This design comes from an exercise in tuning for small area, a short achievable clock period and few clock cycles per item on the open sky130 flow, not from production work.
Function was checked by simulation only, so behaviour that the tests miss may differ from the original.

**design.v**
```verilog
package idct_pkg;
	localparam int N = 8;
	localparam int BLOCK_SIZE = N * N;
	localparam int P1_PW = 27;
	localparam int P1_AW = 30;
	localparam int T_W = 22;
	localparam int P2_AW = 32;
	function automatic logic [7:0] clip(input logic [31:0] s);
		if (s[31]) begin
			clip = 8'd0;
		end else if (|s[30:24]) begin
			clip = 8'hff;
		end else begin
			clip = s[23:16];
		end
	endfunction
endpackage
module block_buffer (
	input logic Clock,
	input logic Resetn,
	input logic [15:0] coeff_in,
	input logic coeff_valid,
	output logic coeff_ready,
	output logic [8:0] pix_out,
	output logic pix_valid,
	input logic pix_ready,
	input logic take,
	output logic in_full,
	output logic in_full_next,
	output logic [15:0] in_data,
	input logic push,
	input logic [8:0] push_data,
	output logic out_room,
	output logic room_next
);
	logic [15:0] in_second;
	logic in_second_valid;
	logic in_second_next;
	logic [8:0] second;
	logic out_valid;
	logic out_valid_next;
	logic second_valid;
	logic second_next;
	logic idle_q;
	logic load;
	logic pop;
	logic ready_q;
	assign coeff_ready = ready_q;
	assign pix_valid = ~idle_q;
	assign load = coeff_valid & ~in_second_valid;
	assign pop = out_valid & pix_ready;
	assign out_room = ~second_valid;
	assign room_next = ~second_next;
	always_comb begin
		if (in_second_valid) begin
			in_full_next = 1'b1;
			in_second_next = ~take;
		end else if (in_full) begin
			in_full_next = load | ~take;
			in_second_next = load & ~take;
		end else begin
			in_full_next = load;
			in_second_next = 1'b0;
		end
		if (second_valid) begin
			out_valid_next = 1'b1;
			second_next = ~pop;
		end else if (out_valid) begin
			out_valid_next = ~pop | push;
			second_next = push & ~pop;
		end else begin
			out_valid_next = push;
			second_next = 1'b0;
		end
	end
	always_ff @(posedge Clock) begin
		if (!in_full || take) begin
			if (in_second_valid) begin
				in_data <= in_second;
			end else begin
				in_data <= coeff_in;
			end
		end
		if (in_full && !take && !in_second_valid) begin
			in_second <= coeff_in;
		end
		if (!out_valid || pop) begin
			if (second_valid) begin
				pix_out <= second;
			end else begin
				pix_out <= push_data;
			end
		end
		if (out_valid && !pop && !second_valid) begin
			second <= push_data;
		end
	end
	always_ff @(posedge Clock or negedge Resetn) begin
		if (!Resetn) begin
			in_full <= 1'b0;
			in_second_valid <= 1'b0;
			ready_q <= 1'b1;
			out_valid <= 1'b0;
			idle_q <= 1'b1;
			second_valid <= 1'b0;
		end else begin
			in_full <= in_full_next;
			in_second_valid <= in_second_next;
			ready_q <= ~in_second_next;
			out_valid <= out_valid_next;
			idle_q <= ~out_valid_next;
			second_valid <= second_next;
		end
	end
endmodule
module transpose_ram #(
	parameter int W = 22,
	parameter int OFF = 0
) (
	input logic Clock,
	input logic Resetn,
	input logic en,
	input logic [5:0] idx,
	input logic [W-1:0] din,
	output logic [W-1:0] dout
);
	logic [W-1:0] s1;
	logic [W-1:0] s2;
	transpose_stage #(.W(W), .A(3), .B(0), .OFF(OFF)) u_s0 (
		.Clock(Clock), .Resetn(Resetn), .en(en), .idx(idx), .din(din), .dout(s1));
	transpose_stage #(.W(W), .A(4), .B(1), .OFF(OFF + 7)) u_s1 (
		.Clock(Clock), .Resetn(Resetn), .en(en), .idx(idx), .din(s1), .dout(s2));
	transpose_stage #(.W(W), .A(5), .B(2), .OFF(OFF + 21)) u_s2 (
		.Clock(Clock), .Resetn(Resetn), .en(en), .idx(idx), .din(s2), .dout(dout));
endmodule
module transpose_stage #(
	parameter int W = 22,
	parameter int A = 3,
	parameter int B = 0,
	parameter int OFF = 0
) (
	input logic Clock,
	input logic Resetn,
	input logic en,
	input logic [5:0] idx,
	input logic [W-1:0] din,
	output logic [W-1:0] dout
);
	localparam int D = (1 << A) - (1 << B);
	localparam logic [5:0] POS0 = 6'(64 - (OFF % 64));
	logic [W-1:0] dl [D];
	logic [5:0] pos_next;
	logic early;
	assign pos_next = idx + 6'd1 - 6'(OFF % 64);
	assign dout = early ? din : dl[D-1];
	always_ff @(posedge Clock or negedge Resetn) begin
		if (!Resetn) begin
			early <= POS0[A] & ~POS0[B];
		end else if (en) begin
			early <= pos_next[A] & ~pos_next[B];
		end
	end
	always_ff @(posedge Clock) begin
		if (en) begin
			dl[0] <= early ? dl[D-1] : din;
			for (int i = 1; i < D; i++) begin
				dl[i] <= dl[i-1];
			end
		end
	end
endmodule
module mac_datapath #(
	parameter int IW = 16,
	parameter int PW = 27,
	parameter int AW = 30
) (
	input logic Clock,
	input logic en,
	input logic [2:0] k,
	input logic signed [IW-1:0] x,
	output logic first,
	output logic [8*AW-1:0] acc_flat
);
	logic signed [PW-1:0] x1;
	logic signed [PW-1:0] r7, r9, r15, r63;
	logic signed [PW-1:0] s15, s25, s49, s306, s473, s569, s2009;
	logic signed [PW-1:0] p1448, p2009, p1703, p1138, p400, p1892, p784;
	logic signed [PW-1:0] pm [4];
	logic neg [4];
	logic signed [PW-1:0] pm_q [4];
	logic [7:0] sub_q;
	logic [2:0] k1;
	logic [2:0] k2;
	logic signed [AW-1:0] acc [8];
	assign x1 = PW'(x);
	always_ff @(posedge Clock) begin
		if (en) begin
			k1 <= k;
			r7 <= (x1 <<< 3) - x1;
			r9 <= (x1 <<< 3) + x1;
			r15 <= (x1 <<< 4) - x1;
			r63 <= (x1 <<< 6) - x1;
		end
	end
	always_ff @(posedge Clock) begin
		if (en) begin
			k2 <= k1;
			s15 <= r15;
			s25 <= (r9 <<< 1) + r7;
			s49 <= r63 - (r7 <<< 1);
			s306 <= (r9 <<< 5) + (r9 <<< 1);
			s473 <= (r15 <<< 5) - r7;
			s569 <= (r9 <<< 6) - r7;
			s2009 <= (r63 <<< 5) - r7;
		end
	end
	always_comb begin
		p1448 = ((s49 <<< 2) - s15) <<< 3;
		p1703 = s2009 - s306;
		p2009 = s2009;
		p1138 = s569 <<< 1;
		p400 = s25 <<< 4;
		p1892 = s473 <<< 2;
		p784 = s49 <<< 4;
	end
	always_comb begin
		case (k2)
			3'd0: begin
				pm[0] = p1448; pm[1] = p1448; pm[2] = p1448; pm[3] = p1448;
				neg[0] = 1'b0; neg[1] = 1'b0; neg[2] = 1'b0; neg[3] = 1'b0;
			end
			3'd1: begin
				pm[0] = p2009; pm[1] = p1703; pm[2] = p1138; pm[3] = p400;
				neg[0] = 1'b0; neg[1] = 1'b0; neg[2] = 1'b0; neg[3] = 1'b0;
			end
			3'd2: begin
				pm[0] = p1892; pm[1] = p784; pm[2] = p784; pm[3] = p1892;
				neg[0] = 1'b0; neg[1] = 1'b0; neg[2] = 1'b1; neg[3] = 1'b1;
			end
			3'd3: begin
				pm[0] = p1703; pm[1] = p400; pm[2] = p2009; pm[3] = p1138;
				neg[0] = 1'b0; neg[1] = 1'b1; neg[2] = 1'b1; neg[3] = 1'b1;
			end
			3'd4: begin
				pm[0] = p1448; pm[1] = p1448; pm[2] = p1448; pm[3] = p1448;
				neg[0] = 1'b0; neg[1] = 1'b1; neg[2] = 1'b1; neg[3] = 1'b0;
			end
			3'd5: begin
				pm[0] = p1138; pm[1] = p2009; pm[2] = p400; pm[3] = p1703;
				neg[0] = 1'b0; neg[1] = 1'b1; neg[2] = 1'b0; neg[3] = 1'b0;
			end
			3'd6: begin
				pm[0] = p784; pm[1] = p1892; pm[2] = p1892; pm[3] = p784;
				neg[0] = 1'b0; neg[1] = 1'b1; neg[2] = 1'b0; neg[3] = 1'b1;
			end
			default: begin
				pm[0] = p400; pm[1] = p1138; pm[2] = p1703; pm[3] = p2009;
				neg[0] = 1'b0; neg[1] = 1'b1; neg[2] = 1'b0; neg[3] = 1'b1;
			end
		endcase
	end
	always_ff @(posedge Clock) begin
		if (en) begin
			first <= (k2 == 3'd0);
			for (int n = 0; n < 4; n++) begin
				pm_q[n] <= pm[n];
				sub_q[n] <= neg[n];
				sub_q[7 - n] <= neg[n] ^ k2[0];
			end
		end
	end
	always_ff @(posedge Clock) begin
		if (en) begin
			for (int n = 0; n < 8; n++) begin
				logic signed [AW-1:0] base;
				logic signed [AW-1:0] term;
				base = first ? '0 : acc[n];
				term = AW'(pm_q[(n < 4) ? n : 7 - n]);
				acc[n] <= AW'(({base, 1'b1} + {term ^ {AW{sub_q[n]}}, sub_q[n]}) >> 1);
			end
		end
	end
	always_comb begin
		for (int n = 0; n < 8; n++) begin
			acc_flat[n * AW +: AW] = acc[n];
		end
	end
endmodule
module idct_sequencer #(
	parameter int LAT = 116
) (
	input logic Clock,
	input logic Resetn,
	input logic in_full,
	input logic in_full_next,
	input logic out_room,
	input logic room_next,
	output logic adv,
	output logic take,
	output logic [5:0] idx,
	output logic out_valid,
	output logic out_last
);
	localparam int Q = LAT / 64;
	localparam int R = LAT % 64;
	logic [Q+1:0] tags;
	logic [Q+1:0] tags_next;
	logic first;
	logic first_next;
	logic adv_next;
	logic in_ok;
	logic pending;
	logic real_slot;
	logic [5:0] out_pos;
	assign pending = |tags[Q:0];
	assign real_slot = first ? in_full : tags[0];
	assign in_ok = first ? (in_full | pending) : (~tags[0] | in_full);
	always_comb begin
		first_next = first;
		tags_next = tags;
		if (adv) begin
			first_next = (idx == 6'd63);
			if (first) begin
				tags_next = {tags[Q:0], in_full};
			end
		end
		adv_next = room_next & (first_next ? (in_full_next | (|tags_next[Q:0]))
			: (~tags_next[0] | in_full_next));
	end
	assign take = adv & real_slot;
	assign out_pos = idx - 6'(R);
	assign out_last = (out_pos == 6'd63);
	always_comb begin
		if (first) begin
			out_valid = tags[Q];
		end else if (idx < 6'(R)) begin
			out_valid = tags[Q+1];
		end else begin
			out_valid = tags[Q];
		end
	end
	always_ff @(posedge Clock or negedge Resetn) begin
		if (!Resetn) begin
			idx <= '0;
			first <= 1'b1;
			tags <= '0;
			adv <= 1'b0;
		end else begin
			adv <= adv_next;
			first <= first_next;
			tags <= tags_next;
			if (adv) begin
				idx <= idx + 6'd1;
			end
		end
	end
endmodule
module idct_top (
	input logic Clock,
	input logic Resetn,
	input logic [15:0] coeff_in,
	input logic coeff_valid,
	output logic coeff_ready,
	output logic [8:0] pix_out,
	output logic pix_valid,
	input logic pix_ready
);
	localparam int AW1 = idct_pkg::P1_AW;
	localparam int AW2 = idct_pkg::P2_AW;
	localparam int TW = idct_pkg::T_W;
	localparam int LAT_A = 12;
	localparam int LAT_TR = 49;
	localparam int LAT_B = 12;
	localparam int POS_T = LAT_A;
	localparam int POS_B = POS_T + LAT_TR + 1;
	localparam int POS_P = POS_B + LAT_B;
	localparam int LAT = POS_P + LAT_TR;
	logic adv;
	logic take;
	logic [5:0] idx;
	logic out_valid;
	logic out_last;
	logic in_full;
	logic [15:0] in_data;
	logic out_room;
	logic in_full_next;
	logic room_next;
	logic [8*AW1-1:0] acc1;
	logic [8*AW2-1:0] acc2;
	logic [TW-1:0] sh1 [8];
	logic [7:0] sh2 [8];
	logic [TW-1:0] t_col;
	logic [TW-1:0] t_col_q;
	logic first1;
	logic first2;
	logic [7:0] pix_row;
	logic [2:0] k2;
	idct_sequencer #(.LAT(LAT)) u_sequencer (
		.Clock(Clock), .Resetn(Resetn), .in_full(in_full), .in_full_next(in_full_next),
		.out_room(out_room), .room_next(room_next),
		.adv(adv), .take(take), .idx(idx), .out_valid(out_valid), .out_last(out_last));
	block_buffer u_buffer (
		.Clock(Clock), .Resetn(Resetn), .coeff_in(coeff_in), .coeff_valid(coeff_valid),
		.coeff_ready(coeff_ready), .pix_out(pix_out), .pix_valid(pix_valid),
		.pix_ready(pix_ready), .take(take), .in_full(in_full), .in_full_next(in_full_next),
		.in_data(in_data), .push(adv & out_valid), .push_data({pix_row, out_last}),
		.out_room(out_room), .room_next(room_next));
	mac_datapath #(.IW(16), .PW(idct_pkg::P1_PW), .AW(AW1)) u_pass1 (
		.Clock(Clock), .en(adv), .k(idx[2:0]), .x(in_data), .first(first1), .acc_flat(acc1));
	always_ff @(posedge Clock) begin
		if (adv) begin
			for (int n = 0; n < 8; n++) begin
				if (first1) begin
					sh1[n] <= acc1[n * AW1 + 8 +: TW];
				end else if (n < 7) begin
					sh1[n] <= sh1[n + 1];
				end
			end
		end
	end
	transpose_ram #(.W(TW), .OFF(POS_T)) u_tram (
		.Clock(Clock), .Resetn(Resetn), .en(adv), .idx(idx), .din(sh1[0]), .dout(t_col));
	always_ff @(posedge Clock) begin
		if (adv) begin
			t_col_q <= t_col;
		end
	end
	assign k2 = 3'(idx - 6'(POS_B));
	mac_datapath #(.IW(TW), .PW(AW2), .AW(AW2)) u_pass2 (
		.Clock(Clock), .en(adv), .k(k2), .x(t_col_q), .first(first2), .acc_flat(acc2));
	always_ff @(posedge Clock) begin
		if (adv) begin
			for (int m = 0; m < 8; m++) begin
				if (first2) begin
					sh2[m] <= idct_pkg::clip(acc2[m * AW2 +: AW2]);
				end else if (m < 7) begin
					sh2[m] <= sh2[m + 1];
				end
			end
		end
	end
	transpose_ram #(.W(8), .OFF(POS_P)) u_pram (
		.Clock(Clock), .Resetn(Resetn), .en(adv), .idx(idx), .din(sh2[0]), .dout(pix_row));
endmodule
```
**flow/run.sh**
```bash
#!/bin/bash
set -euo pipefail
bash standard.sh SETUP_SLACK_MARGIN=8 finish > flow.log 2>&1
```
**standard.sh**
```bash
#!/bin/bash
# synth_recipe.tcl (not shown) runs the flow's synth.tcl, then flattens the netlist and writes it again
# the make line also repeats each setting of config.mk as NAME=value (left out here)
make -C /OpenROAD-flow-scripts/flow DESIGN_CONFIG=/design/flow/config.mk WORK_HOME=/design/flow/orfs CLKGATE_MAP_FILE= SYNTH_SCRIPT=/design/flow/synth_recipe.tcl "${@:-finish}"
```
**config.mk**
```make
export PLATFORM = sky130hd
export DESIGN_NAME = idct_top
export DESIGN_NICKNAME = idct_top
export VERILOG_FILES = /design/flow/design.v
export SDC_FILE = /design/flow/constraint.sdc
export NUM_CORES = 4
export LEC_CHECK = 0
export CAP_MARGIN = 20
export CORE_MARGIN = 2
export CORE_UTILIZATION = 55
export SLEW_MARGIN = 20
```
**constraint.sdc**
```tcl
create_clock -name core_clock -period 12.0 [get_ports {Clock}]
set_input_delay 2.4000 -clock core_clock [delete_from_list [all_inputs] [get_ports {Clock}]]
set_output_delay 2.4000 -clock core_clock [all_outputs]
set_load 0.01 [all_outputs]
```
==> results of run 1 <==
==> through the flow <==
| stage | std cells |
|---|---|
| finish | 17210 |
| global route | 17200 |
| CTS | 17080 |
| detailed placement | 16410 |
| global placement | 16410 |
| floorplan | 12870 |
==> how the worst min path moves through the flow <==
stage / start / endpoint / depth (start not counted)
finish: u_tram.u_s1.dl[4][3]$_DFFE_PP_ / u_tram.u_s1.dl[5][3]$_DFFE_PP_ / 0
floorplan: u_pass1.k1[1]$_DFFE_PP_ / u_pass1.k2[1]$_DFFE_PP_ / 0
detailed placement: u_pram.u_s0.dl[1][0]$_DFFE_PP_ / u_pram.u_s0.dl[2][0]$_DFFE_PP_ / 0
global placement: u_tram.u_s2.dl[22][7]$_DFFE_PP_ / u_tram.u_s2.dl[23][7]$_DFFE_PP_ / 0
CTS: u_tram.u_s1.dl[4][3]$_DFFE_PP_ / u_tram.u_s1.dl[5][3]$_DFFE_PP_ / 0
global route: u_tram.u_s2.dl[20][10]$_DFFE_PP_ / u_tram.u_s2.dl[21][10]$_DFFE_PP_ / 0
==> state kept, by name (all words and copies together), names as in the netlist, 64 cells and up <==
signal,cells
u_pram.u_s1.dl,112
u_pram.u_s2.dl,224
u_pass2.acc,256
u_pass2.pm_q,128
u_pass1.pm_q,108
sh1,176
sh2,64
u_tram.u_s1.dl,308
u_tram.u_s2.dl,616
u_tram.u_s0.dl,154
u_pass1.acc,240
==> Yosys cell counts, types with 60 or more instances <==
cell type  number
a21oi_1      1016
a221o_1        68
buf_1          60
nor2b_1       550
a22oi_1        77
a21o_1        362
nand2b_1      138
inv_1         586
xnor2_1       688
edfxtp_1     3050
a221oi_1       92
mux2i_1       145
ha_1          986
nor3_1        165
nand2_1       638
o21bai_1      134
o21ai_0       608
a31oi_1        99
o21a_1        154
clkbuf_1      319
o211ai_1       61
a211oi_1       71
xor2_1        676
nor2_1        776
and3_1         72
mux2_2        277
nand3_1       169
==> per-layer routing <==
layer | vias up | global-route usage | share of wire
met5 | - | 0 | 0.000096
met4 | 6 | 0.1354 | 0.054
met3 | 868 | 0.02918 | 0.048
met2 | 3275 | 0.4410 | 0.47
met1 | 51210 | 0.3736 | 0.43
li1 | 48620 | - | -
==> repair_timing <==
| item | in CTS | in global routing |
|---|---|---|
| setup buffers | 63 | 105 |
| endpoints found under the setup margin | 488 | 917 |
| resized for setup | 228 | 259 |
| pin swaps | 39 | 120 |
| gates cloned | 13 | 10 |
==> cell type report <==
type,count,share of cell area
diodes,14,0.0001951
well taps,3781,0.02634
repair buffers,335,0.02047
inverters,590,0.01233
clock inverters,207,0.01391
flip-flops and latches,3073,0.5133
multi-input cells,8821,0.3663
clock buffers,388,0.04724
==> cell families after synthesis <==
group	count (synthesis)	synth area share
AND/OR/NAND/NOR	2818	0.08699
adder cells (fa/ha/maj)	998	0.07875
buffers and inverters	974	0.02293
AO/OA/AOI/OAI	3218	0.1306
XOR/XNOR	1364	0.07480
flip-flops	3073	0.5771
multiplexers	423	0.02876
==> impl_metrics.json, run 1 <==
{
  "dp_hpwl_um": 293100,
  "drt_wl_total_um": 418200,
  "setup_viol_count_final": 0,
  "wire_per_inst_um": 24.30,
  "critPathArrivalTime_ps": 4670,
  "clock_latency_ps": 920,
  "required_ps": 12620,
  "slew_viol_final": 0,
  "mostFrequentLayoutCells": "3,050 x edfxtp_1, 968 x ha_1, 961 x a21oi_1, 762 x nor2_1, 686 x xnor2_1",
  "crit_path_cell_trace": "buf_6, buf_16, buf_16, nor2b_1, ha_2, and3_1, a221o_1, a21o_1, a31o_2, a221o_2, o21ai_4, a21o_1, o21ai_1, a2111oi_2, nor3_1",
  "synth_seq_cells": 3073,
  "synthCells": 12870,
  "core_um2": 288400,
  "cp-startpoint": "u_pass1.first$_DFFE_PP_",
  "layout_commonest_cell": "edfxtp_1",
  "worst_slack_ps": 7947,
  "rr_startpoint": "u_pass1.first$_DFFE_PP_",
  "crit_end": "u_pass1.acc[1][27]$_DFFE_PP_",
  "post-route-util": 0.6227,
  "fill_cells": 21990,
  "critPathTopFamily": "compound AO/OA/AOI/OAI gates",
  "path_depth": 15,
  "status": "no timing/DRC/antenna violations",
  "via_per_inst": 6.042,
  "cp_slowest_cell": "a221o_2",
  "drc": 0,
  "rows": 197,
  "cts.sinks": 3073,
  "fin_crit_ps": 4053,
  "cts_buffers": 326,
  "chipHeight_um": 542.9,
  "whs_ps": 385.6,
  "cp-start-kind": "flip-flop",
  "finalNetCount": 14170,
  "cp_max_fo": 41,
  "postSynthAreaPerCell_um2": 12.41,
  "worstSetupEndpointType": "flip-flop",
  "final.setup.tns_ps": 0,
  "ant_nets": 0,
  "h-tree-depth": 5,
  "cts-root-buf": "clkbuf_16",
  "io_pins": 31,
  "drv_cap": 0,
  "dr.pass1.iters": 8,
  "r2r_cells": 15,
  "synth_area_leaders": "edfxtp_1 57%, ha_1 7.7%, xnor2_1 3.8%",
  "synth_area_leader_cell": "edfxtp_1",
  "cts.clk_slew.worst_paths_ps": 70,
  "grt_max_degree": 223,
  "gr-total-overflow": 0,
  "synth_top_area_share": 0.5735,
  "grt_first_pass_wirelength_um": 618000,
  "num_vias": 104000,
  "cts_tree": "yes",
  "placed_area_um2": 164400,
  "multi_input_area_um2": 65780,
  "die_area_um2": 294700,
  "drt_first_iter_violations": 9690,
  "worstMarginPinSlew_ps": 1165,
  "syn_nets": 13890,
  "clockBufferDepth": 4,
  "postLayoutCellArea_um2": 179600,
  "synth_edf_count": 3050,
  "cts_hold_buf": 0,
  "antenna_found_initial": 18,
  "post-route-period-util": 0.3377,
  "synthFlopType": "edfxtp_1",
  "postSynth.asyncResetShare": 0.007485,
  "synth_warnings": 29,
  "area.sequential_um2": 92180,
  "max_slew_margin": 0.2160,
  "place_congestion": 0.9700,
  "dp_slack_ps": 6513,
  "cp_slowest_stage_delay_ps": 450,
  "finalClockSkew_ps": 76.20,
  "reg2reg_setup_slack_ps": 7950,
  "final_hold_viol_count": 0,
  "port_buffers": 30,
  "max_clock_freq_mhz": 246.8,
  "grt_pass1_vias": 101700,
  "syn-cell-area_um2": 159700,
  "cp_num_buf_inv": 3,
  "die_w_um": 542.9,
  "start_util": 0.5538,
  "hold_class": "flip-flop to flip-flop",
  "layout-drive-gt1-share": 0.1107,
  "ys_seq_area_frac": 0.5771,
  "crit_type": "flip-flop to flip-flop",
  "rsz0062_at_grt": "true",
  "synth_cell_types": 109,
  "r2r-end": "u_pass1.acc[1][27]$_DFFE_PP_",
  "grt_usage": 0.2747,
  "syn_to_final_growth_pct": 12.45
}
Testbench counts, summed over its fixed seeds: cycles 5,104, blocks 64.
==> run 2, diff against run 1 <==
--- a/config.mk
+++ b/config.mk
@@ -8,4 +8,4 @@
 export CAP_MARGIN = 20
 export CORE_MARGIN = 2
-export CORE_UTILIZATION = 55
+export CORE_UTILIZATION = 40
 export SLEW_MARGIN = 20
==> run 2 against run 1 <==
  * Worst hold slack better by 1.9 ps
  * Synthesized area unchanged
  * Clock skew is 19 ps lower
  * Critical endpoint is now u_pass2.pm_q[0][23]$_DFFE_PP_
==> impl_metrics.json, run 2 <==
{
  "h-tree-depth": 5,
  "die_w_um": 635.9,
  "cp_slowest_stage_delay_ps": 440,
  "port_buffers": 30,
  "crit_path_cell_trace": "buf_4, inv_1, ha_1, a21oi_2, o211a_1, o21ai_0, a221o_1, and3_1, a41oi_1, xor2_1, o21ai_0, a221o_1, nor3_2, o22ai_2",
  "cts_tree": "yes",
  "max_slew_margin": 0.2345,
  "cp_slowest_cell": "edfxtp_1",
  "drt_first_iter_violations": 9013,
  "drv_cap": 0,
  "layout-drive-gt1-share": 0.1065,
  "cts.sinks": 3073,
  "synth_top_area_share": 0.5735,
  "finalNetCount": 14150,
  "synth_seq_cells": 3073,
  "clockBufferDepth": 4,
  "layout_commonest_cell": "edfxtp_1",
  "cp-start-kind": "flip-flop",
  "antenna_found_initial": 17,
  "synth_area_leaders": "edfxtp_1 57%, ha_1 7.7%, xnor2_1 3.8%",
  "syn_nets": 13890,
  "cp_num_buf_inv": 2,
  "crit_type": "flip-flop to flip-flop",
  "largest_reg_flops": 616,
  "cts-root-buf": "clkbuf_16",
  "num_vias": 101400,
  "rsz0062_at_grt": "true",
  "setup_viol_count_final": 0,
  "dr.pass1.iters": 7,
  "area.sequential_um2": 92180,
  "cts.clk_slew.worst_paths_ps": 60,
  "status": "no timing/DRC/antenna violations",
  "path_depth": 14,
  "synth_area_leader_cell": "edfxtp_1",
  "max_clock_freq_mhz": 249.3,
  "yosysMostFrequentCell": "edfxtp_1",
  "syn-cell-area_um2": 159700,
  "core_um2": 398300,
  "grt_usage": 0.1918,
  "syn_to_final_growth_pct": 13.31,
  "multi_input_area_um2": 65320,
  "ant_nets": 0,
  "clock_latency_ps": 980,
  "gr-total-overflow": 0,
  "fin_crit_ps": 4011,
  "synth_cell_types": 109,
  "die_area_um2": 404300,
  "required_ps": 12660,
  "postSynth.asyncResetShare": 0.007485,
  "worstMarginPinSlew_ps": 1148,
  "synthFlopType": "edfxtp_1",
  "cts_buffers": 340,
  "synth_edf_count": 3050,
  "synth_warnings": 29,
  "grt_max_degree": 195,
  "postSynthAreaPerCell_um2": 12.41,
  "via_per_inst": 5.430,
  "hold_class": "flip-flop to flip-flop",
  "critPathTopFamily": "compound AO/OA/AOI/OAI gates",
  "synthCells": 12870,
  "grt_first_pass_wirelength_um": 600700,
  "final_hold_viol_count": 0,
  "mostFrequentLayoutCells": "3,050 x edfxtp_1, 978 x a21oi_1, 978 x ha_1, 759 x nor2_1, 688 x xnor2_1",
  "ys_seq_area_frac": 0.5771,
  "rows": 232,
  "largestRegisters": "u_tram.u_s2.dl: 616 flops, u_tram.u_s1.dl: 308 flops, u_pass2.acc: 256 flops",
  "drt_wl_total_um": 403900,
  "final_cells": 18680,
  "post-route-period-util": 0.3342,
  "grt_pass1_vias": 97170,
  "dp_hpwl_um": 282000,
  "wire_per_inst_um": 21.63,
  "critPathArrivalTime_ps": 4670,
  "final.setup.tns_ps": 0,
  "chipHeight_um": 635.9,
  "fill_cells": 35840,
  "slew_viol_final": 0,
  "r2r_cells": 14,
  "worstSetupEndpointType": "flip-flop",
  "cp_max_fo": 6,
  "regMostFlops": "u_tram.u_s2.dl",
  "ys_top_cells_by_count": "3,050 x edfxtp_1, 1,016 x a21oi_1, 986 x ha_1, 776 x nor2_1, 688 x xnor2_1",
  "drc": 0,
  "finalClockSkew_ps": 56.76,
  "place_congestion": 0.9387,
  "start_util": 0.4010,
  "place_inst": 17900,
  "worstHoldPathCells": 0,
  "io_pins": 31
}
run 2: cell types whose count changed in the layout (fill, tap and decap cells not counted), moves of 10 or more:
cell and change:
a21oi_1 +17, a21oi_2 -13, buf_4 -26, clkbuf_16 +11, clkinv_2 +18, ha_1 +10
ha_2 -10
run 2: final cells by class:
class | count | area share
Clock buffer | 394 | 0.04836
Inverter | 590 | 0.01224
Antenna cell | 9 | 0.0001245
Clock inverter | 225 | 0.01400
Tap cell | 5265 | 0.03640
Timing Repair Buffer | 301 | 0.01857
Multi-Input combinational cell | 8821 | 0.3609
Sequential cell | 3073 | 0.5094
run 2: logic make-up (layout without fill, tap and decap cells):
group	Yosys count	in the layout	synth area share
AOI/OAI and AO/OA	3218	3218	0.1306
DFF	3073	3073	0.5771
and+or+nand+nor	2818	2818	0.08699
xor gates and xnor gates	1364	1364	0.07480
adders and majority gates	998	998	0.07875
buffers and inverters	974	1510	0.02293
muxes	423	423	0.02876
other	0	9	0
run 2: path summary, 6_finish.rpt:
check	startpoint	endpoint	slack, ps
setup / recovery	u_pass2.s15[0]$_DFFE_PP_	u_pass2.pm_q[0][23]$_DFFE_PP_	7990
max in group asynchronous	Resetn	u_sequencer.adv$_DFF_PN0_	9750
hold reg to reg	u_tram.u_s2.dl[6][14]$_DFFE_PP_	u_tram.u_s2.dl[7][14]$_DFFE_PP_	390
min in group asynchronous	Resetn	u_buffer.out_valid$_DFF_PN0_	1880
hold / removal	u_tram.u_s2.dl[6][14]$_DFFE_PP_	u_tram.u_s2.dl[7][14]$_DFFE_PP_	390
setup reg to reg	u_pass2.s15[0]$_DFFE_PP_	u_pass2.pm_q[0][23]$_DFFE_PP_	7990
run 2: stage by stage:
step / instance area [um^2] / hold slack (ps) / setup WS [ps] / util
2_1_floorplan: 159700 / 400.3 / -9211 / -
3_3_place_gp: 166300 / 400.4 / 6552 / 0.4176
3_5_place_dp: 166300 / 404.5 / 6679 / 0.4176
4_1_cts: 179200 / 379.6 / 7826 / 0.4500
5_1_grt: 181000 / 393.1 / 7856 / 0.4544
6_report: 181000 / 387.5 / 7989 / 0.4544
run 2: layer usage:
metal | wire (um) | global-route usage
met3 | 18950 | 0.02172
met5 | 13 | 0
met2 | 183700 | 0.3067
met4 | 17420 | 0.07677
met1 | 183800 | 0.2666
run 2: timing repair:
item,CTS,global route
hold buffers,0,0
setup endpoints to repair,623,336
resized for setup,198,207
pin swaps,28,94
gates cloned,15,8
setup buffers,55,74
==> run 3, diff against run 2 <==
--- a/design.v
+++ b/design.v
@@ -369,9 +369,9 @@
 	localparam int AW2 = idct_pkg::P2_AW;
 	localparam int TW = idct_pkg::T_W;
-	localparam int LAT_A = 12;
+	localparam int LAT_A = 11;
 	localparam int LAT_TR = 49;
-	localparam int LAT_B = 12;
+	localparam int LAT_B = 11;
 	localparam int POS_T = LAT_A;
-	localparam int POS_B = POS_T + LAT_TR + 1;
+	localparam int POS_B = POS_T + LAT_TR;
 	localparam int POS_P = POS_B + LAT_B;
 	localparam int LAT = POS_P + LAT_TR;
@@ -388,8 +388,9 @@
 	logic [8*AW1-1:0] acc1;
 	logic [8*AW2-1:0] acc2;
-	logic [TW-1:0] sh1 [8];
-	logic [7:0] sh2 [8];
+	logic [TW-1:0] sh1 [7];
+	logic [7:0] sh2 [7];
+	logic [TW-1:0] t_row;
+	logic [7:0] pix_col;
 	logic [TW-1:0] t_col;
-	logic [TW-1:0] t_col_q;
 	logic first1;
 	logic first2;
@@ -410,8 +411,8 @@
 	always_ff @(posedge Clock) begin
 		if (adv) begin
-			for (int n = 0; n < 8; n++) begin
+			for (int n = 0; n < 7; n++) begin
 				if (first1) begin
-					sh1[n] <= acc1[n * AW1 + 8 +: TW];
-				end else if (n < 7) begin
+					sh1[n] <= acc1[(n + 1) * AW1 + 8 +: TW];
+				end else if (n < 6) begin
 					sh1[n] <= sh1[n + 1];
 				end
@@ -419,20 +420,16 @@
 		end
 	end
+	assign t_row = first1 ? acc1[8 +: TW] : sh1[0];
 	transpose_ram #(.W(TW), .OFF(POS_T)) u_tram (
-		.Clock(Clock), .Resetn(Resetn), .en(adv), .idx(idx), .din(sh1[0]), .dout(t_col));
-	always_ff @(posedge Clock) begin
-		if (adv) begin
-			t_col_q <= t_col;
-		end
-	end
+		.Clock(Clock), .Resetn(Resetn), .en(adv), .idx(idx), .din(t_row), .dout(t_col));
 	assign k2 = 3'(idx - 6'(POS_B));
 	mac_datapath #(.IW(TW), .PW(AW2), .AW(AW2)) u_pass2 (
-		.Clock(Clock), .en(adv), .k(k2), .x(t_col_q), .first(first2), .acc_flat(acc2));
+		.Clock(Clock), .en(adv), .k(k2), .x(t_col), .first(first2), .acc_flat(acc2));
 	always_ff @(posedge Clock) begin
 		if (adv) begin
-			for (int m = 0; m < 8; m++) begin
+			for (int m = 0; m < 7; m++) begin
 				if (first2) begin
-					sh2[m] <= idct_pkg::clip(acc2[m * AW2 +: AW2]);
-				end else if (m < 7) begin
+					sh2[m] <= idct_pkg::clip(acc2[(m + 1) * AW2 +: AW2]);
+				end else if (m < 6) begin
 					sh2[m] <= sh2[m + 1];
 				end
@@ -440,5 +437,6 @@
 		end
 	end
+	assign pix_col = first2 ? idct_pkg::clip(acc2[0 +: AW2]) : sh2[0];
 	transpose_ram #(.W(8), .OFF(POS_P)) u_pram (
-		.Clock(Clock), .Resetn(Resetn), .en(adv), .idx(idx), .din(sh2[0]), .dout(pix_row));
+		.Clock(Clock), .Resetn(Resetn), .en(adv), .idx(idx), .din(pix_col), .dout(pix_row));
 endmodule
--- a/config.mk
+++ b/config.mk
@@ -9,3 +9,5 @@
 export CORE_MARGIN = 2
 export CORE_UTILIZATION = 40
+export CTS_CLUSTER_DIAMETER = 100
+export CTS_CLUSTER_SIZE = 25
 export SLEW_MARGIN = 20
==> run 3 against run 2 <==
  * Still clean on timing, DRC and antenna
  * Core utilization shrank 0.83 points
  * Routed wire length decreased by 0.26%
  * Worst hold slack improved by 1.3 ps
  * Global-route usage about the same
  * Maximum frequency is 2.4% lower
  * Via count decreased by 0.92%
  * Non-clock buffer count increased by 98
  * Sequential share of layout area increased by 0.41 points
  * Flip-flop and latch count decreased by 54
==> impl_metrics.json, run 3 <==
{
  "synthMuxAreaShare": 0.03579,
  "gr-total-overflow": 0,
  "critPathArrivalTime_ps": 4750,
  "worstSetupEndpointType": "flip-flop",
  "cts_buffers": 158,
  "syn_to_final_growth_pct": 11.11,
  "yosysMostFrequentCell": "edfxtp_1",
  "mostFrequentLayoutCells": "2,996 x edfxtp_1, 929 x ha_1, 901 x a21oi_1, 816 x nor2_1, 681 x xor2_1",
  "path_depth": 18,
  "syn_nets": 13820,
  "postSynthAreaPerCell_um2": 12.40,
  "clockBufferDepth": 4,
  "crit_path_cell_trace": "buf_12, buf_4, buf_16, buf_12, nor2b_4, ha_4, or2_2, o31ai_2, a21oi_2, o41ai_4, nor4_4, o41a_1, buf_6, o31ai_4, a211oi_2, mux2i_1, a21oi_1, xnor2_1",
  "dp_slack_ps": 6330,
  "cts.sinks": 3019,
  "antenna_found_initial": 20,
  "synth_warnings": 27,
  "grt_first_pass_wirelength_um": 591700,
  "cp_num_buf_inv": 5,
  "synth_compound_area_frac": 0.1298,
  "final_hold_viol_count": 0,
  "drt_first_iter_violations": 9053,
  "ys_top_cells_by_count": "2,996 x edfxtp_1, 988 x a21oi_1, 987 x ha_1, 835 x nor2_1, 684 x xor2_1",
  "cts.clk_slew.worst_paths_ps": 100,
  "cp_slowest_stage_delay_ps": 450,
  "crit_type": "flip-flop to flip-flop",
  "status": "no timing/DRC/antenna violations",
  "grt_pass1_vias": 95290,
  "rows": 231,
  "synth_top_family_by_area": "compound AO/OA/AOI/OAI gates",
  "synth_area_leaders": "edfxtp_1 57%, ha_1 7.8%, xor2_1 3.8%",
  "worstHoldPathCells": 0,
  "grt_max_degree": 190,
  "largestRegisters": "u_tram.u_s2.dl: 616 flops, u_tram.u_s1.dl: 308 flops, u_pass2.acc: 256 flops",
  "synth_xor_area_frac": 0.07443,
  "final.setup.tns_ps": 0,
  "ant_nets": 0,
  "postSynth.asyncResetShare": 0.007618,
  "place_congestion": 0.9147,
  "synthAdderAreaFrac": 0.07931,
  "r2r_cells": 18,
  "cts-root-buf": "clkbuf_16",
  "wire_per_inst_um": 22.00,
  "synth_edf_count": 2996,
  "synth_seq_cells": 3019,
  "h-tree-depth": 4,
  "finalNetCount": 14000,
  "rsz0062_at_grt": "true",
  "hold_class": "flip-flop to flip-flop",
  "worst_slack_ps": 7892,
  "core_um2": 395400,
  "cp_slowest_cell": "o41a_1",
  "post-route-period-util": 0.3423,
  "drc": 0,
  "finalClockSkew_ps": 56.04,
  "ys_seq_area_frac": 0.5704,
  "dp_hpwl_um": 284600,
  "synth_area_leader_cell": "edfxtp_1",
  "fin_crit_ps": 4108,
  "dr.pass1.iters": 8,
  "die_w_um": 633.9,
  "synthFlopType": "edfxtp_1",
  "start_util": 0.4015,
  "grt_usage": 0.1917,
  "required_ps": 12650,
  "max_slew_margin": 0.2452,
  "layout_commonest_cell": "edfxtp_1",
  "synthSimpleGateAreaFrac": 0.08859,
  "regMostFlops": "u_tram.u_s2.dl",
  "reg2reg_setup_slack_ps": 7890,
  "cp-start-kind": "flip-flop",
  "layout-drive-gt1-share": 0.1172,
  "setup_viol_count_final": 0,
  "drt_wl_total_um": 402900,
  "clock_latency_ps": 910,
  "die_area_um2": 401900,
  "largest_reg_flops": 616,
  "syn-cell-area_um2": 158700,
  "cpMostUsedCell": "buf_12",
  "fill_cells": 35950,
  "drv_cap": 0,
  "critPathTopFamily": "compound AO/OA/AOI/OAI gates",
  "via_per_inst": 5.487,
  "max_clock_freq_mhz": 243.4,
  "cts_tree": "yes",
  "cts_hold_buf": 0,
  "synthCells": 12800,
  "synth_cell_types": 114,
  "cp_max_fo": 14,
  "slew_viol_final": 0,
  "io_pins": 31,
  "worstMarginPinSlew_ps": 1132,
  "num_vias": 100500,
  "chipHeight_um": 633.9,
  "port_buffers": 30,
  "synth_top_area_share": 0.5668
}
run 3: worst reg2reg max path: stages (launching register included):
cell and delay [ps]:
edfxtp_1 440, buf_12 180, buf_4 180, buf_16 160, buf_12 170, nor2b_4 120, ha_4 220, or2_2 310
o31ai_2 80, a21oi_2 90, o41ai_4 370, nor4_4 80, o41a_1 450, buf_6 180, o31ai_4 300, a211oi_2 130
mux2i_1 180, a21oi_1 100, xnor2_1 130
run 3: timing repair:
action | CTS | global route
setup endpoints to repair | 817 | 1128
setup buffers | 100 | 135
gates cloned | 19 | 10
pin swaps | 63 | 255
resized for setup | 323 | 467
run 3: final timing paths:
check,start,endpoint
hold reg to reg,u_tram.u_s2.dl[24][17]$_DFFE_PP_,u_tram.u_s2.dl[25][17]$_DFFE_PP_
max in group asynchronous,Resetn,u_tram.u_s1.early$_DFFE_PN0P_
min in group asynchronous,Resetn,u_buffer.in_full$_DFF_PN0_
setup / recovery,u_pass1.first$_DFFE_PP_,u_pass1.acc[4][27]$_DFFE_PP_
hold / removal,u_tram.u_s2.dl[24][17]$_DFFE_PP_,u_tram.u_s2.dl[25][17]$_DFFE_PP_
setup reg to reg,u_pass1.first$_DFFE_PP_,u_pass1.acc[4][27]$_DFFE_PP_
run 3: layout make-up:
cell class	instances	area (um^2)	share of cell area
clock inverter	52	628.1	0.003561
antenna	16	40.04	0.0002270
inverter	532	2027	0.01149
multi-input combinational	8875	67980	0.3855
clock buffer	181	4189	0.02375
tap	5242	6559	0.03719
sequential	3019	90560	0.5135
timing repair buffer	399	4377	0.02482
run 3: cells by family after synthesis:
family,Yosys count
adders and majority gates,999
and+or+nand+nor,2830
muxes,526
AOI/OAI and AO/OA,3171
xor gates and xnor gates,1349
DFF,3019
buffers and inverters,903
run 3: routing by layer:
metal / GRT usage / share of wire
met3: 0.01555 / 0.043
met4: 0.06319 / 0.036
met2: 0.3180 / 0.47
met5: 0 / 0.000037
met1: 0.2654 / 0.45
run 3: per-stage QoR:
| stage | hold WS [ps] | instances | area (um^2) | utilization |
|---|---|---|---|---|
| detailed placement | 404.5 | 17800 | 165200 | 0.4178 |
| finish | 388.8 | 18320 | 176400 | 0.4460 |
| global placement | 400.1 | 17800 | 165200 | 0.4177 |
| CTS | 398.6 | 18150 | 172700 | 0.4369 |
| floorplan | 400.3 | 12800 | 158700 | - |
| global route | 404.2 | 18300 | 176300 | 0.4460 |
Testbench counts of run 3, summed over its fixed seeds: cycles 5,080, blocks 64.
==> run 4, diff against run 3 <==
--- a/design.v
+++ b/design.v
@@ -373,5 +373,5 @@
 	localparam int LAT_B = 11;
 	localparam int POS_T = LAT_A;
-	localparam int POS_B = POS_T + LAT_TR;
+	localparam int POS_B = POS_T + LAT_TR + 1;
 	localparam int POS_P = POS_B + LAT_B;
 	localparam int LAT = POS_P + LAT_TR;
@@ -393,4 +393,5 @@
 	logic [7:0] pix_col;
 	logic [TW-1:0] t_col;
+	logic [TW-1:0] t_col_q;
 	logic first1;
 	logic first2;
@@ -423,7 +424,12 @@
 	transpose_ram #(.W(TW), .OFF(POS_T)) u_tram (
 		.Clock(Clock), .Resetn(Resetn), .en(adv), .idx(idx), .din(t_row), .dout(t_col));
+	always_ff @(posedge Clock) begin
+		if (adv) begin
+			t_col_q <= t_col;
+		end
+	end
 	assign k2 = 3'(idx - 6'(POS_B));
 	mac_datapath #(.IW(TW), .PW(AW2), .AW(AW2)) u_pass2 (
-		.Clock(Clock), .en(adv), .k(k2), .x(t_col), .first(first2), .acc_flat(acc2));
+		.Clock(Clock), .en(adv), .k(k2), .x(t_col_q), .first(first2), .acc_flat(acc2));
 	always_ff @(posedge Clock) begin
 		if (adv) begin
==> run 4 against run 3 <==
  * Count of clock-buffer cells in the layout is 16 higher
  * Via count is 0.70% higher
  * Critical endpoint is now u_pass1.pm_q[0][4]$_DFFE_PP_
  * Critical path type unchanged
  * Final cell count is 0.55% higher
  * Global-route usage is 0.86 points lower
==> impl_metrics.json, run 4 <==
{
  "top_usage_layer": "met2",
  "finalClockSkew_ps": 96.59,
  "hp-start": "u_tram.u_s0.dl[5][16]$_DFFE_PP_",
  "hold_class": "flip-flop to flip-flop",
  "path_depth": 9,
  "cts-root-buf": "clkbuf_16",
  "clock_latency_ps": 930,
  "num_vias": 101200,
  "reg2reg_setup_slack_ps": 7970,
  "grt_max_degree": 183,
  "postLayoutCellArea_um2": 173400,
  "io_pins": 31,
  "ys_top_cells_by_count": "3,023 x edfxtp_1, 1,030 x a21oi_1, 984 x ha_1, 885 x nor2_1, 668 x xor2_1",
  "clockBufferDepth": 4,
  "yosysMostFrequentCell": "edfxtp_1",
  "grt_first_pass_wirelength_um": 579200,
  "core_um2": 399100,
  "placed_area_um2": 166700,
  "max_slew_margin": 0.2912,
  "cp_slowest_cell": "o22ai_1",
  "die_area_um2": 405600,
  "ys_seq_area_frac": 0.5702,
  "synth_seq_cells": 3046,
  "critPathArrivalTime_ps": 4630,
  "cts.clk_slew.worst_paths_ps": 100,
  "drv_cap": 0,
  "critPathTopFamily": "buffers and inverters",
  "use_met2": 0.2786,
  "postSynth.asyncResetShare": 0.007551,
  "synth_area_leader_cell": "edfxtp_1",
  "worstHoldPathCells": 0,
  "largest_reg_flops": 616,
  "wire_per_inst_um": 21.02,
  "fin_crit_ps": 4029,
  "cp_slowest_stage_delay_ps": 750,
  "drc": 0,
  "syn_nets": 14090,
  "required_ps": 12600,
  "die_w_um": 636.9,
  "finalNetCount": 14080,
  "post-route-period-util": 0.3358,
  "synth_warnings": 27,
  "grt_usage": 0.1831,
  "final.setup.tns_ps": 0,
  "slew_viol_final": 0,
  "status": "no timing/DRC/antenna violations",
  "syn-cell-area_um2": 160200,
  "synth_area_leaders": "edfxtp_1 57%, ha_1 7.7%, xor2_1 3.7%",
  "cp-startpoint": "u_pass1.k2[2]$_DFFE_PP_",
  "cpMostUsedCell": "buf_4",
  "dp_hpwl_um": 275100,
  "cp_num_buf_inv": 4,
  "synth_edf_count": 3023,
  "cp_max_fo": 49,
  "crit_end": "u_pass1.pm_q[0][4]$_DFFE_PP_",
  "cts_tree": "yes",
  "final_hold_viol_count": 0,
  "gr-total-overflow": 0,
  "postSynthAreaPerCell_um2": 12.26,
  "cp-start-kind": "flip-flop",
  "grt_pass1_vias": 95360,
  "cts_buffers": 162,
  "via_per_inst": 5.495,
  "layout_commonest_cell": "edfxtp_1",
  "ant_nets": 0,
  "regMostFlops": "u_tram.u_s2.dl",
  "drt_wl_total_um": 387000,
  "synth_cell_types": 103,
  "r2r_cells": 9,
  "cts_hold_buf": 0,
  "drt_first_iter_violations": 9565,
  "rsz0062_at_grt": "true",
  "use_met1": 0.2757,
  "start_util": 0.4014,
  "max_clock_freq_mhz": 248.2,
  "layout-drive-gt1-share": 0.07304,
  "h-tree-depth": 4,
  "rr_startpoint": "u_pass1.k2[2]$_DFFE_PP_",
  "cts.sinks": 3046,
  "place_congestion": 0.9196,
  "r2r-end": "u_pass1.pm_q[0][4]$_DFFE_PP_",
  "antenna_found_initial": 11,
  "syn_to_final_growth_pct": 8.232,
  "rows": 232,
  "whs_ps": 396.6,
  "port_buffers": 30,
  "worstSetupEndpointType": "flip-flop",
  "grtUsageMet3": 0.01812,
  "mostFrequentLayoutCells": "3,023 x edfxtp_1, 1,016 x a21oi_1, 984 x ha_1, 871 x nor2_1, 665 x xor2_1",
  "dr.pass1.iters": 9,
  "chipHeight_um": 636.9,
  "worstMarginPinSlew_ps": 1063,
  "crit_path_cell_trace": "buf_4, inv_1, buf_4, nand2_1, nor2_4, buf_4, a22oi_1, and4_1, o22ai_1",
  "crit_type": "flip-flop to flip-flop",
  "synthFlopType": "edfxtp_1",
  "largestRegisters": "u_tram.u_s2.dl: 616 flops, u_tram.u_s1.dl: 308 flops, u_pass2.acc: 256 flops",
  "synthCells": 13070,
  "setup_viol_count_final": 0,
  "synth_top_area_share": 0.5666
}
-- run 4: cell types whose count changed in the layout (fill, tap and decap cells not counted), moves of 38 or more --
cell and delta:
inv_1 +53, mux2i_1 -39, nand2_1 +61, a21oi_1 +115, a21o_1 -65, nor2_1 +55
a21oi_2 -63, buf_4 -136, nor3_1 +43, or3_1 +38, nand3_1 +87, o31ai_1 +38
a211oi_1 +42, ha_1 +55
-- run 4: logic make-up (layout without fill, tap and decap cells) --
group	after synthesis	in the layout	synth area share
AO/OA/AOI/OAI	3216	3216	0.1310
buffers and inverters	962	1032	0.02265
AND/OR/NAND/NOR	3074	3075	0.09457
other	0	8	0
XOR/XNOR	1325	1325	0.07243
multiplexers	454	454	0.03076
flip-flops	3046	3046	0.5702
adder cells (fa/ha/maj)	996	996	0.07834
-- run 4: worst reg2reg max path, delay by kind of cell, from the launching register on --
| family | cells | cell delay, ps |
|---|---|---|
| buffers and inverters | 4 | 1260 |
| AOI/OAI and AO/OA | 2 | 900 |
| and+or+nand+nor | 3 | 1170 |
| DFF | 1 | 370 |
-- run 4: per-layer routing --
metal / part of all wire / vias up
li1: - / 48750
met1: 0.48 / 49190
met2: 0.43 / 2780
met3: 0.055 / 461
met4: 0.034 / 4
met5: 0.000070 / -
-- run 4: how the worst min path moves through the flow --
stage,to
finish,u_tram.u_s0.dl[6][16]$_DFFE_PP_
global route,u_tram.u_s2.dl[15][6]$_DFFE_PP_
CTS,u_tram.u_s0.dl[6][7]$_DFFE_PP_
detailed placement,u_pass2.k2[2]$_DFFE_PP_
global placement,u_tram.u_s1.dl[9][14]$_DFFE_PP_
floorplan,u_pass1.k2[0]$_DFFE_PP_
-- run 4: what timing repair did --
action	4_1_cts	5_1_grt
gates cloned	8	6
endpoints found under the setup margin	266	522
setup buffers	25	34
pin swaps	7	23
resized for setup	111	143
-- run 4: cell type report --
type	count	area (um^2)
clock buffer	197	4270
multi-input combinational	9066	66110
sequential	3046	91370
inverter	572	2151
clock inverter	51	664.4
timing repair buffer	212	2246
antenna	8	20.02
tap	5265	6588
fill	36500	225700
-- run 4: stage by stage --
step	setup WS, ps	cells	util
floorplan	-11330	13070	-
global placement	6967	18090	0.4177
detailed placement	6906	18090	0.4177
CTS	7775	18370	0.4320
global route	7881	18410	0.4344
finish	7971	18420	0.4345
Testbench counts of run 4, summed over its fixed seeds: cycles 5,088, blocks 64.
==> run 5, diff against run 4 <==
--- a/design.v
+++ b/design.v
@@ -170,4 +170,25 @@
 	end
 endmodule
+module t_buffer #(
+	parameter int W = 22
+) (
+	input logic Clock,
+	input logic we,
+	input logic [5:0] waddr,
+	input logic [W-1:0] wdata,
+	input logic re,
+	input logic [5:0] raddr,
+	output logic [W-1:0] rdata
+);
+	logic [W-1:0] mem [64];
+	always_ff @(posedge Clock) begin
+		if (we) begin
+			mem[waddr] <= wdata;
+		end
+		if (re) begin
+			rdata <= mem[raddr];
+		end
+	end
+endmodule
 module mac_datapath #(
 	parameter int IW = 16,
@@ -176,8 +197,11 @@
 ) (
 	input logic Clock,
+	input logic Resetn,
 	input logic en,
+	input logic v,
 	input logic [2:0] k,
 	input logic signed [IW-1:0] x,
 	output logic first,
+	output logic last,
 	output logic [8*AW-1:0] acc_flat
 );
@@ -192,4 +216,7 @@
 	logic [2:0] k1;
 	logic [2:0] k2;
+	logic v1;
+	logic v2;
+	logic vq;
 	logic signed [AW-1:0] acc [8];
 	assign x1 = PW'(x);
@@ -262,5 +289,4 @@
 	always_ff @(posedge Clock) begin
 		if (en) begin
-			first <= (k2 == 3'd0);
 			for (int n = 0; n < 4; n++) begin
 				pm_q[n] <= pm[n];
@@ -270,6 +296,21 @@
 		end
 	end
+	always_ff @(posedge Clock or negedge Resetn) begin
+		if (!Resetn) begin
+			v1 <= 1'b0;
+			v2 <= 1'b0;
+			vq <= 1'b0;
+			first <= 1'b0;
+			last <= 1'b0;
+		end else if (en) begin
+			v1 <= v;
+			v2 <= v1;
+			vq <= v2;
+			first <= (k2 == 3'd0) & v2;
+			last <= (k2 == 3'd7) & v2;
+		end
+	end
 	always_ff @(posedge Clock) begin
-		if (en) begin
+		if (en && vq) begin
 			for (int n = 0; n < 8; n++) begin
 				logic signed [AW-1:0] base;
@@ -288,68 +329,112 @@
 endmodule
 module idct_sequencer #(
-	parameter int LAT = 116
+	parameter int LAT = 61
 ) (
 	input logic Clock,
 	input logic Resetn,
 	input logic in_full,
-	input logic in_full_next,
-	input logic out_room,
-	input logic room_next,
-	output logic adv,
+	input logic last_a,
+	output logic advf,
 	output logic take,
-	output logic [5:0] idx,
+	output logic [2:0] fk,
+	output logic done,
+	output logic [2:0] shcnt,
+	output logic we,
+	output logic [5:0] waddr,
+	input logic out_room,
+	output logic advb,
+	output logic rd,
+	output logic [5:0] raddr,
+	output logic [5:0] bidx,
 	output logic out_valid,
 	output logic out_last
 );
-	localparam int Q = LAT / 64;
 	localparam int R = LAT % 64;
-	logic [Q+1:0] tags;
-	logic [Q+1:0] tags_next;
-	logic first;
-	logic first_next;
-	logic adv_next;
-	logic in_ok;
-	logic pending;
+	logic [5:0] fcnt;
+	logic [1:0] fblk;
+	logic parf;
+	logic wvalid;
+	logic write_ok;
+	logic bfirst;
+	logic [1:0] btags;
+	logic [1:0] bblk;
+	logic parb;
+	logic can_start;
+	logic read_ready;
 	logic real_slot;
+	logic back_ok;
+	logic [5:0] rpos;
 	logic [5:0] out_pos;
-	assign pending = |tags[Q:0];
-	assign real_slot = first ? in_full : tags[0];
-	assign in_ok = first ? (in_full | pending) : (~tags[0] | in_full);
-	always_comb begin
-		first_next = first;
-		tags_next = tags;
-		if (adv) begin
-			first_next = (idx == 6'd63);
-			if (first) begin
-				tags_next = {tags[Q:0], in_full};
+	function automatic logic [5:0] rot(input logic [5:0] a);
+		rot = {a[2:0], a[5:3]};
+	endfunction
+	assign wvalid = done | (shcnt != 3'd0);
+	assign write_ok = (bblk == fblk)
+		| (btags[0] & ~bfirst & (bblk == fblk - 2'd1) & (bidx > fcnt));
+	assign advf = ~(wvalid & ~write_ok);
+	assign take = advf & in_full;
+	assign we = advf & wvalid;
+	assign waddr = parf ? rot(fcnt) : fcnt;
+	always_ff @(posedge Clock or negedge Resetn) begin
+		if (!Resetn) begin
+			fk <= '0;
+			done <= 1'b0;
+			shcnt <= '0;
+			fcnt <= '0;
+			fblk <= '0;
+			parf <= 1'b0;
+		end else if (advf) begin
+			if (in_full) begin
+				fk <= fk + 3'd1;
+			end
+			done <= last_a;
+			if (done) begin
+				shcnt <= 3'd7;
+			end else if (shcnt != 3'd0) begin
+				shcnt <= shcnt - 3'd1;
+			end
+			if (wvalid) begin
+				fcnt <= fcnt + 6'd1;
+				if (fcnt == 6'd63) begin
+					fblk <= fblk + 2'd1;
+					parf <= ~parf;
+				end
 			end
 		end
-		adv_next = room_next & (first_next ? (in_full_next | (|tags_next[Q:0]))
-			: (~tags_next[0] | in_full_next));
 	end
-	assign take = adv & real_slot;
-	assign out_pos = idx - 6'(R);
+	assign bfirst = (bidx == 6'd0);
+	assign can_start = ((fblk == bblk) & (fcnt >= 6'd57)) | (fblk == bblk + 2'd1);
+	assign rpos = rot(bidx);
+	assign read_ready = (fblk != bblk) | (fcnt > rpos);
+	assign real_slot = bfirst ? can_start : btags[0];
+	assign back_ok = bfirst ? (can_start | btags[0]) : (~btags[0] | read_ready);
+	assign advb = out_room & back_ok;
+	assign rd = advb & real_slot;
+	assign raddr = parb ? bidx : rpos;
+	assign out_pos = bidx - 6'(R);
 	assign out_last = (out_pos == 6'd63);
 	always_comb begin
-		if (first) begin
-			out_valid = tags[Q];
-		end else if (idx < 6'(R)) begin
-			out_valid = tags[Q+1];
+		if (bfirst) begin
+			out_valid = btags[0];
+		end else if (bidx < 6'(R)) begin
+			out_valid = btags[1];
 		end else begin
-			out_valid = tags[Q];
+			out_valid = btags[0];
 		end
 	end
 	always_ff @(posedge Clock or negedge Resetn) begin
 		if (!Resetn) begin
-			idx <= '0;
-			first <= 1'b1;
-			tags <= '0;
-			adv <= 1'b0;
-		end else begin
-			adv <= adv_next;
-			first <= first_next;
-			tags <= tags_next;
-			if (adv) begin
-				idx <= idx + 6'd1;
+			bidx <= '0;
+			btags <= '0;
+			bblk <= '0;
+			parb <= 1'b0;
+		end else if (advb) begin
+			bidx <= bidx + 6'd1;
+			if (bfirst) begin
+				btags <= {btags[0], can_start};
+			end
+			if (rd && bidx == 6'd63) begin
+				bblk <= bblk + 2'd1;
+				parb <= ~parb;
 			end
 		end
@@ -369,49 +454,57 @@
 	localparam int AW2 = idct_pkg::P2_AW;
 	localparam int TW = idct_pkg::T_W;
-	localparam int LAT_A = 11;
+	localparam int LAT_B = 12;
 	localparam int LAT_TR = 49;
-	localparam int LAT_B = 11;
-	localparam int POS_T = LAT_A;
-	localparam int POS_B = POS_T + LAT_TR + 1;
-	localparam int POS_P = POS_B + LAT_B;
+	localparam int POS_P = LAT_B;
 	localparam int LAT = POS_P + LAT_TR;
-	logic adv;
+	logic advf;
 	logic take;
-	logic [5:0] idx;
+	logic [2:0] fk;
+	logic done;
+	logic [2:0] shcnt;
+	logic we;
+	logic [5:0] waddr;
+	logic advb;
+	logic rd;
+	logic [5:0] raddr;
+	logic [5:0] bidx;
 	logic out_valid;
 	logic out_last;
 	logic in_full;
+	logic in_full_next;
 	logic [15:0] in_data;
 	logic out_room;
-	logic in_full_next;
 	logic room_next;
 	logic [8*AW1-1:0] acc1;
 	logic [8*AW2-1:0] acc2;
+	logic first1;
+	logic last1;
+	logic first2;
+	logic last2;
 	logic [TW-1:0] sh1 [7];
 	logic [7:0] sh2 [7];
 	logic [TW-1:0] t_row;
-	logic [7:0] pix_col;
 	logic [TW-1:0] t_col;
-	logic [TW-1:0] t_col_q;
-	logic first1;
-	logic first2;
+	logic [7:0] pix_col;
 	logic [7:0] pix_row;
 	logic [2:0] k2;
 	idct_sequencer #(.LAT(LAT)) u_sequencer (
-		.Clock(Clock), .Resetn(Resetn), .in_full(in_full), .in_full_next(in_full_next),
-		.out_room(out_room), .room_next(room_next),
-		.adv(adv), .take(take), .idx(idx), .out_valid(out_valid), .out_last(out_last));
+		.Clock(Clock), .Resetn(Resetn), .in_full(in_full), .last_a(last1), .advf(advf),
+		.take(take), .fk(fk), .done(done), .shcnt(shcnt), .we(we), .waddr(waddr),
+		.out_room(out_room), .advb(advb), .rd(rd), .raddr(raddr), .bidx(bidx),
+		.out_valid(out_valid), .out_last(out_last));
 	block_buffer u_buffer (
 		.Clock(Clock), .Resetn(Resetn), .coeff_in(coeff_in), .coeff_valid(coeff_valid),
 		.coeff_ready(coeff_ready), .pix_out(pix_out), .pix_valid(pix_valid),
 		.pix_ready(pix_ready), .take(take), .in_full(in_full), .in_full_next(in_full_next),
-		.in_data(in_data), .push(adv & out_valid), .push_data({pix_row, out_last}),
+		.in_data(in_data), .push(advb & out_valid), .push_data({pix_row, out_last}),
 		.out_room(out_room), .room_next(room_next));
 	mac_datapath #(.IW(16), .PW(idct_pkg::P1_PW), .AW(AW1)) u_pass1 (
-		.Clock(Clock), .en(adv), .k(idx[2:0]), .x(in_data), .first(first1), .acc_flat(acc1));
+		.Clock(Clock), .Resetn(Resetn), .en(advf), .v(in_full), .k(fk), .x(in_data), .first(first1),
+		.last(last1), .acc_flat(acc1));
 	always_ff @(posedge Clock) begin
-		if (adv) begin
+		if (advf) begin
 			for (int n = 0; n < 7; n++) begin
-				if (first1) begin
+				if (done) begin
 					sh1[n] <= acc1[(n + 1) * AW1 + 8 +: TW];
 				end else if (n < 6) begin
@@ -421,17 +514,14 @@
 		end
 	end
-	assign t_row = first1 ? acc1[8 +: TW] : sh1[0];
-	transpose_ram #(.W(TW), .OFF(POS_T)) u_tram (
-		.Clock(Clock), .Resetn(Resetn), .en(adv), .idx(idx), .din(t_row), .dout(t_col));
-	always_ff @(posedge Clock) begin
-		if (adv) begin
-			t_col_q <= t_col;
-		end
-	end
-	assign k2 = 3'(idx - 6'(POS_B));
+	assign t_row = done ? acc1[8 +: TW] : sh1[0];
+	t_buffer #(.W(TW)) u_tbuf (
+		.Clock(Clock), .we(we), .waddr(waddr), .wdata(t_row), .re(advb), .raddr(raddr),
+		.rdata(t_col));
+	assign k2 = 3'(bidx - 6'd1);
 	mac_datapath #(.IW(TW), .PW(AW2), .AW(AW2)) u_pass2 (
-		.Clock(Clock), .en(adv), .k(k2), .x(t_col_q), .first(first2), .acc_flat(acc2));
+		.Clock(Clock), .Resetn(Resetn), .en(advb), .v(1'b1), .k(k2), .x(t_col), .first(first2), .last(last2),
+		.acc_flat(acc2));
 	always_ff @(posedge Clock) begin
-		if (adv) begin
+		if (advb) begin
 			for (int m = 0; m < 7; m++) begin
 				if (first2) begin
@@ -445,4 +535,4 @@
 	assign pix_col = first2 ? idct_pkg::clip(acc2[0 +: AW2]) : sh2[0];
 	transpose_ram #(.W(8), .OFF(POS_P)) u_pram (
-		.Clock(Clock), .Resetn(Resetn), .en(adv), .idx(idx), .din(pix_col), .dout(pix_row));
+		.Clock(Clock), .Resetn(Resetn), .en(advb), .idx(bidx), .din(pix_col), .dout(pix_row));
 endmodule
--- a/config.mk
+++ b/config.mk
@@ -10,4 +10,4 @@
 export CORE_UTILIZATION = 40
 export CTS_CLUSTER_DIAMETER = 100
-export CTS_CLUSTER_SIZE = 25
+export CTS_CLUSTER_SIZE = 20
 export SLEW_MARGIN = 20
==> run 5 against run 4 <==
  * First-iteration DRC count is 20% higher
  * Count of clock-buffer cells in the layout is 79 higher
  * Largest cell class unchanged
  * Design area is 15% higher
  * Critical path depth is 8 lower
  * Register-to-register slack better by 30 ps
  * Non-clock buffer count is 214 higher
  * Critical endpoint is now coeff_ready
  * Final cell count is 11% higher
  * Setup slack worse by 20 ps
  * Maximum frequency is 0.51% lower
==> impl_metrics.json, run 5 <==
{
  "status": "no timing/DRC/antenna violations",
  "core_um2": 449100,
  "rsz0062_at_grt": "true",
  "setup_viol_count_final": 0,
  "synth_seq_cells": 3396,
  "cts_buffers": 207,
  "via_per_inst": 5.702,
  "wire_per_inst_um": 23.54,
  "cts-root-buf": "clkbuf_16",
  "synthCells": 14130,
  "synth_edf_count": 3351,
  "final.setup.tns_ps": 0,
  "cp_num_buf_inv": 1,
  "synth_warnings": 22,
  "gr-total-overflow": 0,
  "synth_top_area_share": 0.5578,
  "cp_slowest_cell": "dfstp_2",
  "syn_nets": 15160,
  "synthAdderAreaFrac": 0.07097,
  "synth_compound_area_frac": 0.1256,
  "final_hold_viol_count": 0,
  "worstHoldPathCells": 0,
  "synthMuxAreaShare": 0.06494,
  "synth_area_leaders": "edfxtp_1 56%, ha_1 7.0%, mux4_2 4.4%",
  "cts.clk_slew.worst_paths_ps": 90,
  "syn-cell-area_um2": 180400,
  "max_slew_margin": 0.2011,
  "max_clock_freq_mhz": 246.9,
  "required_ps": 9600,
  "ys_seq_area_frac": 0.5641,
  "cp_max_fo": 1,
  "syn_to_final_growth_pct": 10.32,
  "h-tree-depth": 4,
  "path_depth": 1,
  "die_w_um": 675.6,
  "drv_cap": 0,
  "largest_reg_flops": 1408,
  "post-route-util": 0.4432,
  "largestRegisters": "u_tbuf.mem: 1408 flops, u_pass2.acc: 256 flops, u_pass1.acc: 240 flops",
  "clock_latency_ps": 1020,
  "drt_first_iter_violations": 11470,
  "die_area_um2": 456400,
  "mostFrequentLayoutCells": "3,351 x edfxtp_1, 997 x ha_1, 977 x a21oi_1, 772 x nand2_1, 724 x nor2_1",
  "cts.sinks": 3396
}
==> run 5: cell types whose count changed after synthesis, sizes merged, moves of 43 or more <==
cell and delta:
a311oi +47, a211oi +92, nor2 -89, mux2 -64, and2 +95, nor3 -43
edfxtp +328, clkbuf +58, buf +67, nand2 +154, nand3 -70, mux4 +352
==> run 5: path summary, 6_finish.rpt <==
kind | endpoint | slack [ps]
min | u_pram.u_s2.dl[20][7]$_DFFE_PN_ | 390
min in group asynchronous | u_sequencer.fk[1]$_DFFE_PN0P_ | 1230
max reg2reg | u_pass2.pm_q[3][30]$_DFFE_PN_ | 8000
max | coeff_ready | 7950
max in group asynchronous | u_pass2.first$_DFFE_PN0N_ | 9560
min reg2reg | u_pram.u_s2.dl[20][7]$_DFFE_PN_ | 390
==> run 5: repair_timing <==
item,CTS,global route
cloned,43,6
resized for setup,281,251
pin swaps,63,77
hold buffers,0,0
setup buffers,102,87
endpoints found under the setup margin,2274,1450
==> run 5: layout make-up <==
| cell class | count | area (um^2) |
|---|---|---|
| Clock buffer | 276 | 5480 |
| Multi-Input combinational cell | 9685 | 76860 |
| Timing Repair Buffer | 426 | 4626 |
| Inverter | 560 | 2140 |
| Timing Repair inverter | 1 | 16.27 |
| Sequential cell | 3396 | 101800 |
| Tap cell | 5952 | 7447 |
| Clock inverter | 48 | 638.1 |
| Antenna cell | 10 | 25.02 |
| Fill cell | 40440 | 250100 |
==> run 5: layer usage <==
metal  global-route usage  share of wire
met5                    0       0.000081
met4              0.05629          0.030
met3              0.02088          0.061
met2               0.3283           0.46
met1               0.2914           0.45
==> run 5: through the flow <==
step / cells / setup slack [ps] / hold slack [ps] / instance area [um^2]
after global placement: 19780 / 6419 / 400.2 / 188300
after CTS: 20250 / 7863 / 383.8 / 197000
after detailed placement: 19780 / 6357 / 404.5 / 188300
final: 20350 / 7950 / 387.0 / 199000
after floorplan: 14130 / 4891 / 400.3 / 180500
after global routing: 20350 / 7804 / 398.3 / 199000
==> run 5: cell families (layout without fill, tap and decap cells) <==
kind of cell             count (synthesis)  in the layout
AND/OR/NAND/NOR                       3142           3173
AO/OA/AOI/OAI                         3445           3445
buffers and inverters                 1075           1311
XOR/XNOR                              1351           1351
other                                    0             10
multiplexers                           700            700
adder cells (fa/ha/maj)               1016           1016
flip-flops                            3396           3396
Testbench counts of run 5, summed over its fixed seeds: cycles 5,152, blocks 64.

## what the ideal ports hide
Ports are ideal in the flow. The routed layouts listed here were re-timed in OpenROAD.
Step 1 assumes that a clkbuf_16 drives the clock port and a buf_2 every other input.
Step 2 times the ports against the registers' clock, not the clock port: input delays grow and output delays shrink by t, the midpoint of the rising clock arrivals with the driver on.
Three values: no drivers, after step 1, after step 2; two values: the first two.
run	t (ns)	setup slack, ns	hold WS [ns]	latest minus earliest clock arrival (ns)	worst register clock-pin slew, ns
run 1	1.004	7.947 / 7.922 / 7.920	0.386 / 0.386 / 0.386	0.096 / 0.096	0.07 / 0.07
run 2	1.034	7.989 / 7.920 / 7.757	0.388 / 0.388 / 0.388	0.089 / 0.089	0.07 / 0.07
run 3	0.988	7.892 / 7.892 / 7.782	0.389 / 0.389 / 0.389	0.068 / 0.068	0.12 / 0.12
run 4	0.984	7.971 / 7.902 / 7.715	0.397 / 0.397 / 0.397	0.111 / 0.111	0.11 / 0.11
run 5	1.053	7.950 / 7.844 / 7.717	0.387 / 0.387 / 0.387	0.145 / 0.144	0.10 / 0.10
After both steps every run listed still meets setup and hold. The setup slack of run 4, which loses most, moves by -0.069 ns with the drivers and by -0.256 ns with both steps.
